This design comes from an exercise in tuning for small area on the open sky130 flow, not from production work.
RTL that was checked went through simulation tests only; none was proved equivalent to the original.
No activity file was given, so power comes from the tool's default toggle rates.

==> v5 <==
==> flow/design.v <==
module multi_color_centroid_tracker #(
  parameter int NUM_COLORS = 2,
  parameter int DATA_W     = 12,
  parameter int COORD_W    = 16,
  parameter int CNT_W      = 24,
  parameter int SUM_W      = 40,
  parameter int MIN_PIXELS = 64,
  localparam int SEL_W     = (NUM_COLORS > 1) ? $clog2(NUM_COLORS) : 1,
  localparam int C_W       = DATA_W / 3
) (
  input  logic                          iCLK,
  input  logic                          iRST,
  input  logic                          iEN,
  input  logic                          iFVAL,
  input  logic                          iDATA_VAL,
  input  logic [DATA_W-1:0]             iDATA,
  input  logic [COORD_W-1:0]            iX_Cont,
  input  logic [COORD_W-1:0]            iY_Cont,
  input  logic                          iCFG_WE,
  input  logic [SEL_W-1:0]              iCFG_SEL,
  input  logic [DATA_W-1:0]             iCFG_MEAN,
  input  logic [C_W-1:0]                iCFG_THRESH,
  output logic [NUM_COLORS-1:0]         oOBJ_VAL,
  output logic [NUM_COLORS*COORD_W-1:0] oX_POS,
  output logic [NUM_COLORS*COORD_W-1:0] oY_POS,
  output logic                          oDONE,
  output logic                          oBUSY,
  output logic                          oOVERRUN
);
  localparam int               BIT_W    = $clog2(SUM_W);
  localparam logic [BIT_W-1:0] LAST_BIT = BIT_W'(SUM_W - 1);
  localparam int               Q_W      = SUM_W - CNT_W;    
  localparam int               CL_W     = 8;                
  localparam int               SL_W     = CL_W + COORD_W;   
  localparam int               SH_W     = SUM_W - SL_W;
  localparam int               CH_W     = CNT_W - CL_W;
  localparam int               DL_W     = CNT_W / 2;        
  typedef enum logic [2:0] {S_IDLE, S_DIV_X, S_DIV_Y, S_NEXT, S_DONE} state_t;
  function automatic logic color_match(input logic [DATA_W-1:0] pix,
                                       input logic [DATA_W-1:0] mean,
                                       input logic [C_W-1:0]    thr);
    logic           ok, s;
    logic [C_W:0]   d, t;
    logic [C_W-1:0] e;
    ok = 1'b1;
    for (int c = 0; c < 3; c++) begin
      d = {1'b0, pix[c*C_W +: C_W]} - {1'b0, mean[c*C_W +: C_W]};
      s = d[C_W];
      e = d[C_W-1:0] ^ {C_W{s}};
      t = {1'b0, thr} + {1'b0, ~e} + {{C_W{1'b0}}, ~s};
      if (!t[C_W]) ok = 1'b0;
    end
    color_match = ok;
  endfunction
  state_t state_q, state_d;
  logic   busy;
  assign busy = (state_q != S_IDLE);
  logic fval_q, fall_q, frame_rise, clr_lo, clr_hi;
  assign frame_rise = iFVAL & ~fval_q;
  assign clr_lo     = frame_rise | fall_q;
  assign clr_hi     = (frame_rise & ~busy & ~fall_q) | (state_q == S_DONE);
  logic [1:0][DATA_W-1:0] stg_mean_q, stg_mean_d, act_mean_q;
  logic [1:0][C_W-1:0]    stg_thr_q, stg_thr_d, act_thr_q;
  always_comb begin
    stg_mean_d = stg_mean_q;
    stg_thr_d  = stg_thr_q;
    if (iRST) begin
      stg_mean_d = '0;
      stg_thr_d  = '0;
    end else if (iCFG_WE) begin
      stg_mean_d[iCFG_SEL] = iCFG_MEAN;
      stg_thr_d[iCFG_SEL]  = iCFG_THRESH;
    end
  end
  always_ff @(posedge iCLK) begin
    stg_mean_q <= stg_mean_d;
    stg_thr_q  <= stg_thr_d;
    if (iRST || !iFVAL) begin
      act_mean_q <= stg_mean_d;
      act_thr_q  <= stg_thr_d;
    end
  end
  logic [1:0] match, acc_inc;
  logic [1:0][SUM_W-1:0] acc_x_q, acc_y_q;
  logic [1:0][CNT_W-1:0] acc_cnt_q;
  logic [1:0]            acc_ovf_q;
  always_comb begin
    for (int k = 0; k < 2; k++) begin
      match[k]   = iEN & iFVAL & iDATA_VAL & color_match(iDATA, act_mean_q[k], act_thr_q[k]);
      acc_inc[k] = match[k] & (clr_lo | ~&acc_cnt_q[k]);
    end
  end
  logic                  ch_q;
  logic [BIT_W-1:0]      bit_q;
  logic [1:0][SL_W-1:0]  op_xl_q, op_yl_q;
  logic [1:0][CL_W-1:0]  op_cl_q;
  logic [1:0]            op_val_q;
  logic                  capture, ch_valid, step, div_ge;
  logic [1:0]            step_x, step_y;
  logic [CNT_W:0]        w_top;
  logic [CNT_W-1:0]      d_cur, rem_new;
  logic [CNT_W:0]        rem_sh;
  logic                  div_run, brw_q;
  logic [DL_W:0]         diff_lo;
  logic [CNT_W-DL_W+1:0] diff_hi;
  assign capture  = fall_q && !busy;
  assign ch_valid = op_val_q[ch_q];
  assign div_run  = ((state_q == S_DIV_X) || (state_q == S_DIV_Y)) && ch_valid &&
                    (bit_q < BIT_W'(2 * Q_W));
  assign step     = div_run && bit_q[0];
  always_comb begin
    for (int k = 0; k < 2; k++) begin
      step_x[k] = step && (ch_q == k) && (state_q == S_DIV_X);
      step_y[k] = step && (ch_q == k) && (state_q == S_DIV_Y);
    end
    w_top   = (state_q == S_DIV_Y) ? {acc_y_q[ch_q][SUM_W-1:SL_W], op_yl_q[ch_q][SL_W-1:Q_W-1]}
                                   : {acc_x_q[ch_q][SUM_W-1:SL_W], op_xl_q[ch_q][SL_W-1:Q_W-1]};
    d_cur   = {acc_cnt_q[ch_q][CNT_W-1:CL_W], op_cl_q[ch_q]};
    rem_sh  = w_top;
    diff_lo = {1'b0, rem_sh[DL_W-1:0]} - {1'b0, d_cur[DL_W-1:0]};
    diff_hi = {1'b0, rem_sh[CNT_W:DL_W]} - {2'b0, d_cur[CNT_W-1:DL_W]} - (CNT_W-DL_W+2)'(brw_q);
    div_ge  = ~diff_hi[CNT_W-DL_W+1];
    rem_new = div_ge ? {diff_hi[CNT_W-DL_W-1:0], diff_lo[DL_W-1:0]} : rem_sh[CNT_W-1:0];
  end
  logic [1:0] cx_q, cy_q, cc_q;
  always_ff @(posedge iCLK) begin
    for (int k = 0; k < 2; k++) begin
      logic [COORD_W-1:0]        xb, yb;
      logic [COORD_W:0]          xs, ys;
      logic [SL_W-COORD_W:0]     xm, ym;
      logic [CL_W-1:0]           cb;
      logic [CL_W:0]             cs;
      xb = clr_lo ? '0 : acc_x_q[k][COORD_W-1:0];
      yb = clr_lo ? '0 : acc_y_q[k][COORD_W-1:0];
      cb = clr_lo ? '0 : acc_cnt_q[k][CL_W-1:0];
      xs = {1'b0, xb} + {1'b0, iX_Cont};
      ys = {1'b0, yb} + {1'b0, iY_Cont};
      cs = {1'b0, cb} + (CL_W+1)'(acc_inc[k]);
      xm = {1'b0, clr_lo ? '0 : acc_x_q[k][SL_W-1:COORD_W]} + (SL_W-COORD_W+1)'(~clr_lo & cx_q[k]);
      ym = {1'b0, clr_lo ? '0 : acc_y_q[k][SL_W-1:COORD_W]} + (SL_W-COORD_W+1)'(~clr_lo & cy_q[k]);
      acc_x_q[k][COORD_W-1:0] <= acc_inc[k] ? xs[COORD_W-1:0] : xb;
      acc_y_q[k][COORD_W-1:0] <= acc_inc[k] ? ys[COORD_W-1:0] : yb;
      acc_cnt_q[k][CL_W-1:0]  <= cs[CL_W-1:0];
      cx_q[k] <= acc_inc[k] & xs[COORD_W];
      cy_q[k] <= acc_inc[k] & ys[COORD_W];
      cc_q[k] <= cs[CL_W];
      acc_x_q[k][SL_W-1:COORD_W] <= xm[SL_W-COORD_W-1:0];
      acc_y_q[k][SL_W-1:COORD_W] <= ym[SL_W-COORD_W-1:0];
      if (step_x[k]) acc_x_q[k][SUM_W-1:SL_W] <= rem_new[CNT_W-1:SL_W-Q_W];
      else acc_x_q[k][SUM_W-1:SL_W] <= (clr_hi ? '0 : acc_x_q[k][SUM_W-1:SL_W]) + SH_W'(xm[SL_W-COORD_W]);
      if (step_y[k]) acc_y_q[k][SUM_W-1:SL_W] <= rem_new[CNT_W-1:SL_W-Q_W];
      else acc_y_q[k][SUM_W-1:SL_W] <= (clr_hi ? '0 : acc_y_q[k][SUM_W-1:SL_W]) + SH_W'(ym[SL_W-COORD_W]);
      acc_cnt_q[k][CNT_W-1:CL_W] <= (clr_hi ? '0 : acc_cnt_q[k][CNT_W-1:CL_W]) + CH_W'(~clr_lo & cc_q[k]);
      acc_ovf_q[k] <= (~clr_lo & acc_ovf_q[k]) | (match[k] & ~acc_inc[k]);
    end
  end
  always_ff @(posedge iCLK) begin
    for (int k = 0; k < 2; k++) begin
      if (capture) begin
        op_xl_q[k]  <= acc_x_q[k][SL_W-1:0];
        op_yl_q[k]  <= acc_y_q[k][SL_W-1:0];
        op_cl_q[k]  <= acc_cnt_q[k][CL_W-1:0];
        op_val_q[k] <= (acc_cnt_q[k] >= CNT_W'(MIN_PIXELS)) && !acc_ovf_q[k];
      end else begin
        if (step_x[k]) op_xl_q[k] <= {rem_new[SL_W-Q_W-1:0], op_xl_q[k][Q_W-2:0], div_ge};
        if (step_y[k]) op_yl_q[k] <= {rem_new[SL_W-Q_W-1:0], op_yl_q[k][Q_W-2:0], div_ge};
      end
    end
  end
  always_ff @(posedge iCLK) begin
    if (div_run && !bit_q[0]) brw_q <= diff_lo[DL_W];
  end
  always_comb begin
    state_d = state_q;
    case (state_q)
      S_IDLE:  if (fall_q) state_d = S_DIV_X;
      S_DIV_X: begin
        if (!ch_valid)              state_d = S_NEXT;
        else if (bit_q == LAST_BIT) state_d = S_DIV_Y;
      end
      S_DIV_Y: if (bit_q == LAST_BIT) state_d = S_NEXT;
      S_NEXT:  state_d = ch_q ? S_DONE : S_DIV_X;
      S_DONE:  state_d = S_IDLE;
      default: state_d = S_IDLE;
    endcase
  end
  assign oBUSY    = busy;
  assign oDONE    = (state_q == S_DONE);
  assign oOVERRUN = fall_q && busy;
  always_ff @(posedge iCLK) begin
    case (state_q)
      S_IDLE: begin
        ch_q  <= 1'b0;
        bit_q <= '0;
      end
      S_DIV_X, S_DIV_Y: begin
        if (ch_valid) bit_q <= (bit_q == LAST_BIT) ? '0 : bit_q + 1'b1;
      end
      S_NEXT: ch_q <= 1'b1;
      default: ;
    endcase
  end
  logic [1:0]              obj_val_q;
  logic [1:0][COORD_W-1:0] x_pos_q, y_pos_q;
  always_ff @(posedge iCLK) begin
    if (iRST) begin
      fval_q    <= 1'b0;
      fall_q    <= 1'b0;
      state_q   <= S_IDLE;
      obj_val_q <= '0;
      x_pos_q   <= '0;
      y_pos_q   <= '0;
    end else begin
      fval_q  <= iFVAL;
      fall_q  <= fval_q & ~iFVAL;
      state_q <= state_d;
      if (state_q == S_NEXT) begin
        obj_val_q[ch_q] <= ch_valid;
        x_pos_q[ch_q]   <= ch_valid ? op_xl_q[ch_q][COORD_W-1:0] : '0;
        y_pos_q[ch_q]   <= ch_valid ? op_yl_q[ch_q][COORD_W-1:0] : '0;
      end
    end
  end
  assign oOBJ_VAL = obj_val_q;
  assign oX_POS   = x_pos_q;
  assign oY_POS   = y_pos_q;
endmodule
==> flow/run.sh <==
#!/bin/bash
# synth_recipe.tcl (not shown) runs the flow's synth.tcl, then flattens the netlist and writes it again
# the make line also repeats each setting of config.mk as NAME=value (left out here)
make -C /OpenROAD-flow-scripts/flow DESIGN_CONFIG=/design/flow/config.mk WORK_HOME=/design/flow/orfs CLKGATE_MAP_FILE= SYNTH_SCRIPT=/design/flow/synth_recipe.tcl finish
==> flow/config.mk <==
export PLATFORM = sky130hd
export DESIGN_NAME = multi_color_centroid_tracker
export DESIGN_NICKNAME = multi_color_centroid_tracker
export VERILOG_FILES = /design/flow/design.v
export SDC_FILE = /design/flow/constraint.sdc
export NUM_CORES = 4
export LEC_CHECK = 0
export CAP_MARGIN = 20
export CORE_MARGIN = 2
export CORE_UTILIZATION = 40
export CTS_BUF_LIST = sky130_fd_sc_hd__clkbuf_8
export CTS_CLUSTER_DIAMETER = 60
export CTS_CLUSTER_SIZE = 12
export SLEW_MARGIN = 20
==> flow/constraint.sdc <==
create_clock -name core_clock -period 8.0 [get_ports {iCLK}]
set_input_delay 1.6000 -clock core_clock [delete_from_list [all_inputs] [get_ports {iCLK}]]
set_output_delay 1.6000 -clock core_clock [all_outputs]
set_load 0.01 [all_outputs]
==> inputs of v19, as changes to v5 <==
--- a/flow/design.v
+++ b/flow/design.v
@@ -34,21 +34,17 @@
   localparam int               SL_W     = CL_W + COORD_W;   
   localparam int               SH_W     = SUM_W - SL_W;
   localparam int               CH_W     = CNT_W - CL_W;
-  localparam int               DL_W     = CNT_W / 2;        
   typedef enum logic [2:0] {S_IDLE, S_DIV_X, S_DIV_Y, S_NEXT, S_DONE} state_t;
+  function automatic logic [C_W-1:0] abs_diff(input logic [C_W-1:0] a, input logic [C_W-1:0] b);
+    abs_diff = (a >= b) ? (a - b) : (b - a);
+  endfunction
   function automatic logic color_match(input logic [DATA_W-1:0] pix,
                                        input logic [DATA_W-1:0] mean,
                                        input logic [C_W-1:0]    thr);
-    logic           ok, s;
-    logic [C_W:0]   d, t;
-    logic [C_W-1:0] e;
+    logic ok;
     ok = 1'b1;
     for (int c = 0; c < 3; c++) begin
-      d = {1'b0, pix[c*C_W +: C_W]} - {1'b0, mean[c*C_W +: C_W]};
-      s = d[C_W];
-      e = d[C_W-1:0] ^ {C_W{s}};
-      t = {1'b0, thr} + {1'b0, ~e} + {{C_W{1'b0}}, ~s};
-      if (!t[C_W]) ok = 1'b0;
+      if (abs_diff(pix[c*C_W +: C_W], mean[c*C_W +: C_W]) > thr) ok = 1'b0;
     end
     color_match = ok;
   endfunction
@@ -100,14 +96,11 @@
   logic [CNT_W:0]        w_top;
   logic [CNT_W-1:0]      d_cur, rem_new;
   logic [CNT_W:0]        rem_sh;
-  logic                  div_run, brw_q;
-  logic [DL_W:0]         diff_lo;
-  logic [CNT_W-DL_W+1:0] diff_hi;
+  logic [CNT_W+1:0]      diff;
   assign capture  = fall_q && !busy;
   assign ch_valid = op_val_q[ch_q];
-  assign div_run  = ((state_q == S_DIV_X) || (state_q == S_DIV_Y)) && ch_valid &&
-                    (bit_q < BIT_W'(2 * Q_W));
-  assign step     = div_run && bit_q[0];
+  assign step     = ((state_q == S_DIV_X) || (state_q == S_DIV_Y)) && ch_valid &&
+                    (bit_q < BIT_W'(Q_W));
   always_comb begin
     for (int k = 0; k < 2; k++) begin
       step_x[k] = step && (ch_q == k) && (state_q == S_DIV_X);
@@ -117,40 +110,25 @@
                                    : {acc_x_q[ch_q][SUM_W-1:SL_W], op_xl_q[ch_q][SL_W-1:Q_W-1]};
     d_cur   = {acc_cnt_q[ch_q][CNT_W-1:CL_W], op_cl_q[ch_q]};
     rem_sh  = w_top;
-    diff_lo = {1'b0, rem_sh[DL_W-1:0]} - {1'b0, d_cur[DL_W-1:0]};
-    diff_hi = {1'b0, rem_sh[CNT_W:DL_W]} - {2'b0, d_cur[CNT_W-1:DL_W]} - (CNT_W-DL_W+2)'(brw_q);
-    div_ge  = ~diff_hi[CNT_W-DL_W+1];
-    rem_new = div_ge ? {diff_hi[CNT_W-DL_W-1:0], diff_lo[DL_W-1:0]} : rem_sh[CNT_W-1:0];
-  end
-  logic [1:0] cx_q, cy_q, cc_q;
-  always_ff @(posedge iCLK) begin
-    for (int k = 0; k < 2; k++) begin
-      logic [COORD_W-1:0]        xb, yb;
-      logic [COORD_W:0]          xs, ys;
-      logic [SL_W-COORD_W:0]     xm, ym;
-      logic [CL_W-1:0]           cb;
-      logic [CL_W:0]             cs;
-      xb = clr_lo ? '0 : acc_x_q[k][COORD_W-1:0];
-      yb = clr_lo ? '0 : acc_y_q[k][COORD_W-1:0];
-      cb = clr_lo ? '0 : acc_cnt_q[k][CL_W-1:0];
-      xs = {1'b0, xb} + {1'b0, iX_Cont};
-      ys = {1'b0, yb} + {1'b0, iY_Cont};
-      cs = {1'b0, cb} + (CL_W+1)'(acc_inc[k]);
-      xm = {1'b0, clr_lo ? '0 : acc_x_q[k][SL_W-1:COORD_W]} + (SL_W-COORD_W+1)'(~clr_lo & cx_q[k]);
-      ym = {1'b0, clr_lo ? '0 : acc_y_q[k][SL_W-1:COORD_W]} + (SL_W-COORD_W+1)'(~clr_lo & cy_q[k]);
-      acc_x_q[k][COORD_W-1:0] <= acc_inc[k] ? xs[COORD_W-1:0] : xb;
-      acc_y_q[k][COORD_W-1:0] <= acc_inc[k] ? ys[COORD_W-1:0] : yb;
-      acc_cnt_q[k][CL_W-1:0]  <= cs[CL_W-1:0];
-      cx_q[k] <= acc_inc[k] & xs[COORD_W];
-      cy_q[k] <= acc_inc[k] & ys[COORD_W];
-      cc_q[k] <= cs[CL_W];
-      acc_x_q[k][SL_W-1:COORD_W] <= xm[SL_W-COORD_W-1:0];
-      acc_y_q[k][SL_W-1:COORD_W] <= ym[SL_W-COORD_W-1:0];
+    diff    = {1'b0, rem_sh} - {2'b0, d_cur};
+    div_ge  = ~diff[CNT_W+1];
+    rem_new = div_ge ? diff[CNT_W-1:0] : rem_sh[CNT_W-1:0];
+  end
+  always_ff @(posedge iCLK) begin
+    for (int k = 0; k < 2; k++) begin
+      logic [SL_W:0] xl, yl;
+      logic [CL_W:0] cl;
+      xl = {1'b0, clr_lo ? '0 : acc_x_q[k][SL_W-1:0]} + (acc_inc[k] ? (SL_W+1)'(iX_Cont) : '0);
+      yl = {1'b0, clr_lo ? '0 : acc_y_q[k][SL_W-1:0]} + (acc_inc[k] ? (SL_W+1)'(iY_Cont) : '0);
+      cl = {1'b0, clr_lo ? '0 : acc_cnt_q[k][CL_W-1:0]} + (CL_W+1)'(acc_inc[k]);
+      acc_x_q[k][SL_W-1:0]   <= xl[SL_W-1:0];
+      acc_y_q[k][SL_W-1:0]   <= yl[SL_W-1:0];
+      acc_cnt_q[k][CL_W-1:0] <= cl[CL_W-1:0];
       if (step_x[k]) acc_x_q[k][SUM_W-1:SL_W] <= rem_new[CNT_W-1:SL_W-Q_W];
-      else acc_x_q[k][SUM_W-1:SL_W] <= (clr_hi ? '0 : acc_x_q[k][SUM_W-1:SL_W]) + SH_W'(xm[SL_W-COORD_W]);
+      else acc_x_q[k][SUM_W-1:SL_W] <= (clr_hi ? '0 : acc_x_q[k][SUM_W-1:SL_W]) + SH_W'(xl[SL_W]);
       if (step_y[k]) acc_y_q[k][SUM_W-1:SL_W] <= rem_new[CNT_W-1:SL_W-Q_W];
-      else acc_y_q[k][SUM_W-1:SL_W] <= (clr_hi ? '0 : acc_y_q[k][SUM_W-1:SL_W]) + SH_W'(ym[SL_W-COORD_W]);
-      acc_cnt_q[k][CNT_W-1:CL_W] <= (clr_hi ? '0 : acc_cnt_q[k][CNT_W-1:CL_W]) + CH_W'(~clr_lo & cc_q[k]);
+      else acc_y_q[k][SUM_W-1:SL_W] <= (clr_hi ? '0 : acc_y_q[k][SUM_W-1:SL_W]) + SH_W'(yl[SL_W]);
+      acc_cnt_q[k][CNT_W-1:CL_W] <= (clr_hi ? '0 : acc_cnt_q[k][CNT_W-1:CL_W]) + CH_W'(cl[CL_W]);
       acc_ovf_q[k] <= (~clr_lo & acc_ovf_q[k]) | (match[k] & ~acc_inc[k]);
     end
   end
@@ -166,9 +144,6 @@
         if (step_y[k]) op_yl_q[k] <= {rem_new[SL_W-Q_W-1:0], op_yl_q[k][Q_W-2:0], div_ge};
       end
     end
-  end
-  always_ff @(posedge iCLK) begin
-    if (div_run && !bit_q[0]) brw_q <= diff_lo[DL_W];
   end
   always_comb begin
     state_d = state_q;
- CTS_BUF_LIST: sky130_fd_sc_hd__clkbuf_8 -> sky130_fd_sc_hd__clkbuf_4
- CTS_CLUSTER_DIAMETER: 60 -> not set
- CTS_CLUSTER_SIZE: 12 -> not set
==> inputs of v30, as changes to v5 <==
--- a/flow/design.v
+++ b/flow/design.v
@@ -34,21 +34,17 @@
   localparam int               SL_W     = CL_W + COORD_W;   
   localparam int               SH_W     = SUM_W - SL_W;
   localparam int               CH_W     = CNT_W - CL_W;
-  localparam int               DL_W     = CNT_W / 2;        
   typedef enum logic [2:0] {S_IDLE, S_DIV_X, S_DIV_Y, S_NEXT, S_DONE} state_t;
+  function automatic logic [C_W-1:0] abs_diff(input logic [C_W-1:0] a, input logic [C_W-1:0] b);
+    abs_diff = (a >= b) ? (a - b) : (b - a);
+  endfunction
   function automatic logic color_match(input logic [DATA_W-1:0] pix,
                                        input logic [DATA_W-1:0] mean,
                                        input logic [C_W-1:0]    thr);
-    logic           ok, s;
-    logic [C_W:0]   d, t;
-    logic [C_W-1:0] e;
+    logic ok;
     ok = 1'b1;
     for (int c = 0; c < 3; c++) begin
-      d = {1'b0, pix[c*C_W +: C_W]} - {1'b0, mean[c*C_W +: C_W]};
-      s = d[C_W];
-      e = d[C_W-1:0] ^ {C_W{s}};
-      t = {1'b0, thr} + {1'b0, ~e} + {{C_W{1'b0}}, ~s};
-      if (!t[C_W]) ok = 1'b0;
+      if (abs_diff(pix[c*C_W +: C_W], mean[c*C_W +: C_W]) > thr) ok = 1'b0;
     end
     color_match = ok;
   endfunction
@@ -100,14 +96,11 @@
   logic [CNT_W:0]        w_top;
   logic [CNT_W-1:0]      d_cur, rem_new;
   logic [CNT_W:0]        rem_sh;
-  logic                  div_run, brw_q;
-  logic [DL_W:0]         diff_lo;
-  logic [CNT_W-DL_W+1:0] diff_hi;
+  logic [CNT_W+1:0]      diff;
   assign capture  = fall_q && !busy;
   assign ch_valid = op_val_q[ch_q];
-  assign div_run  = ((state_q == S_DIV_X) || (state_q == S_DIV_Y)) && ch_valid &&
-                    (bit_q < BIT_W'(2 * Q_W));
-  assign step     = div_run && bit_q[0];
+  assign step     = ((state_q == S_DIV_X) || (state_q == S_DIV_Y)) && ch_valid &&
+                    (bit_q < BIT_W'(Q_W));
   always_comb begin
     for (int k = 0; k < 2; k++) begin
       step_x[k] = step && (ch_q == k) && (state_q == S_DIV_X);
@@ -117,10 +110,9 @@
                                    : {acc_x_q[ch_q][SUM_W-1:SL_W], op_xl_q[ch_q][SL_W-1:Q_W-1]};
     d_cur   = {acc_cnt_q[ch_q][CNT_W-1:CL_W], op_cl_q[ch_q]};
     rem_sh  = w_top;
-    diff_lo = {1'b0, rem_sh[DL_W-1:0]} - {1'b0, d_cur[DL_W-1:0]};
-    diff_hi = {1'b0, rem_sh[CNT_W:DL_W]} - {2'b0, d_cur[CNT_W-1:DL_W]} - (CNT_W-DL_W+2)'(brw_q);
-    div_ge  = ~diff_hi[CNT_W-DL_W+1];
-    rem_new = div_ge ? {diff_hi[CNT_W-DL_W-1:0], diff_lo[DL_W-1:0]} : rem_sh[CNT_W-1:0];
+    diff    = {1'b0, rem_sh} - {2'b0, d_cur};
+    div_ge  = ~diff[CNT_W+1];
+    rem_new = div_ge ? diff[CNT_W-1:0] : rem_sh[CNT_W-1:0];
   end
   logic [1:0] cx_q, cy_q, cc_q;
   always_ff @(posedge iCLK) begin
@@ -167,9 +159,6 @@
       end
     end
   end
-  always_ff @(posedge iCLK) begin
-    if (div_run && !bit_q[0]) brw_q <= diff_lo[DL_W];
-  end
   always_comb begin
     state_d = state_q;
     case (state_q)
- CTS_BUF_LIST: sky130_fd_sc_hd__clkbuf_8 -> sky130_fd_sc_hd__clkbuf_4
- CTS_CLUSTER_DIAMETER: 60 -> not set
- CTS_CLUSTER_SIZE: 12 -> not set
==> qor summary <==
| metric | v19 | v5 | v30 |
|---|---|---|---|
| Least setup slack across all paths after layout | 444.1 ps | 2476 ps | 2042 ps |
| DP Cell Count | 3893 | 3699 | 3678 |
| WP data arrival | 8450 ps | 6100 ps | 6820 ps |
| Worst reg2reg path endpoint | acc_x_q[76] | op_xl_q[24] | acc_y_q[25] |
| Unrepaired setup endpoints after global routing | yes | no | no |
| Met2 GRT Util | 35.59% | 33.99% | 34.61% |
| Met1 Use GR | 26.92% | 26.84% | 26.42% |
| Status | complete, no violations | complete, no violations | complete, no violations |
| Portion of total power attributed to the clock network | 24.5% | 33.6% | 26.6% |
| Clock buffer cells | 207 | 52 | 212 |
| Count of inverters not on the clock network in the layout | 85 | 106 | 94 |
| Met3 Routed Length | 3686 µm | 2681 µm | 2986 µm |
| Finished layout cell area | 31430 µm² | 28730 µm² | 29600 µm² |
| Relative slew margins | 33.81% | 38.08% | 28.37% |
| Data required time at the worst endpoint | 8900 ps | 8580 ps | 8860 ps |
| Setup WS pre-CTS | -906.9 ps | 1789 ps | 1076 ps |
| Logic depth of the worst path, buffers included | 40 | 21 | 21 |
| Number of antenna diodes | 4 | 0 | 3 |
The RTL of v19 was laid out without a check of its function.

## port drivers added, routing unchanged
The results above use ideal ports. As a check the final layouts listed here were re-extracted and re-timed, cells and wires unchanged.
Step 1 sets driving cells, clkbuf_16 on the clock port and buf_2 on the other inputs (assumed; they add their load-dependent delay and slew).
Step 2 moves the port delays by t, midway between the first and last clock arrival at a register: inputs arrive t later, outputs are due t later. That takes back most of the time a late clock gives input paths.
Three values: no drivers, after step 1, after step 2; two values: the first two.
run | shift t [ns] | setup slack, ns | worst hold slack (ns) | worst slew at a driven data input, ns | pins driven straight from the clock port
v5 | 0.704 | 2.476 / 2.512 / 1.808 | 0.452 / 0.452 / 0.452 | 0.06 | 1
v19 | 1.027 | 0.444 / 0.479 / -0.548 | 0.430 / 0.430 / 0.430 | 0.08 | 1
v30 | 0.982 | 2.042 / 2.062 / 1.080 | 0.453 / 0.453 / 0.453 | 0.05 | 1
With both steps, setup timing fails in v19, where it was met with ideal ports. The setup slack of v19, which loses most, moves by +0.035 ns with the drivers and by -0.992 ns with both steps.
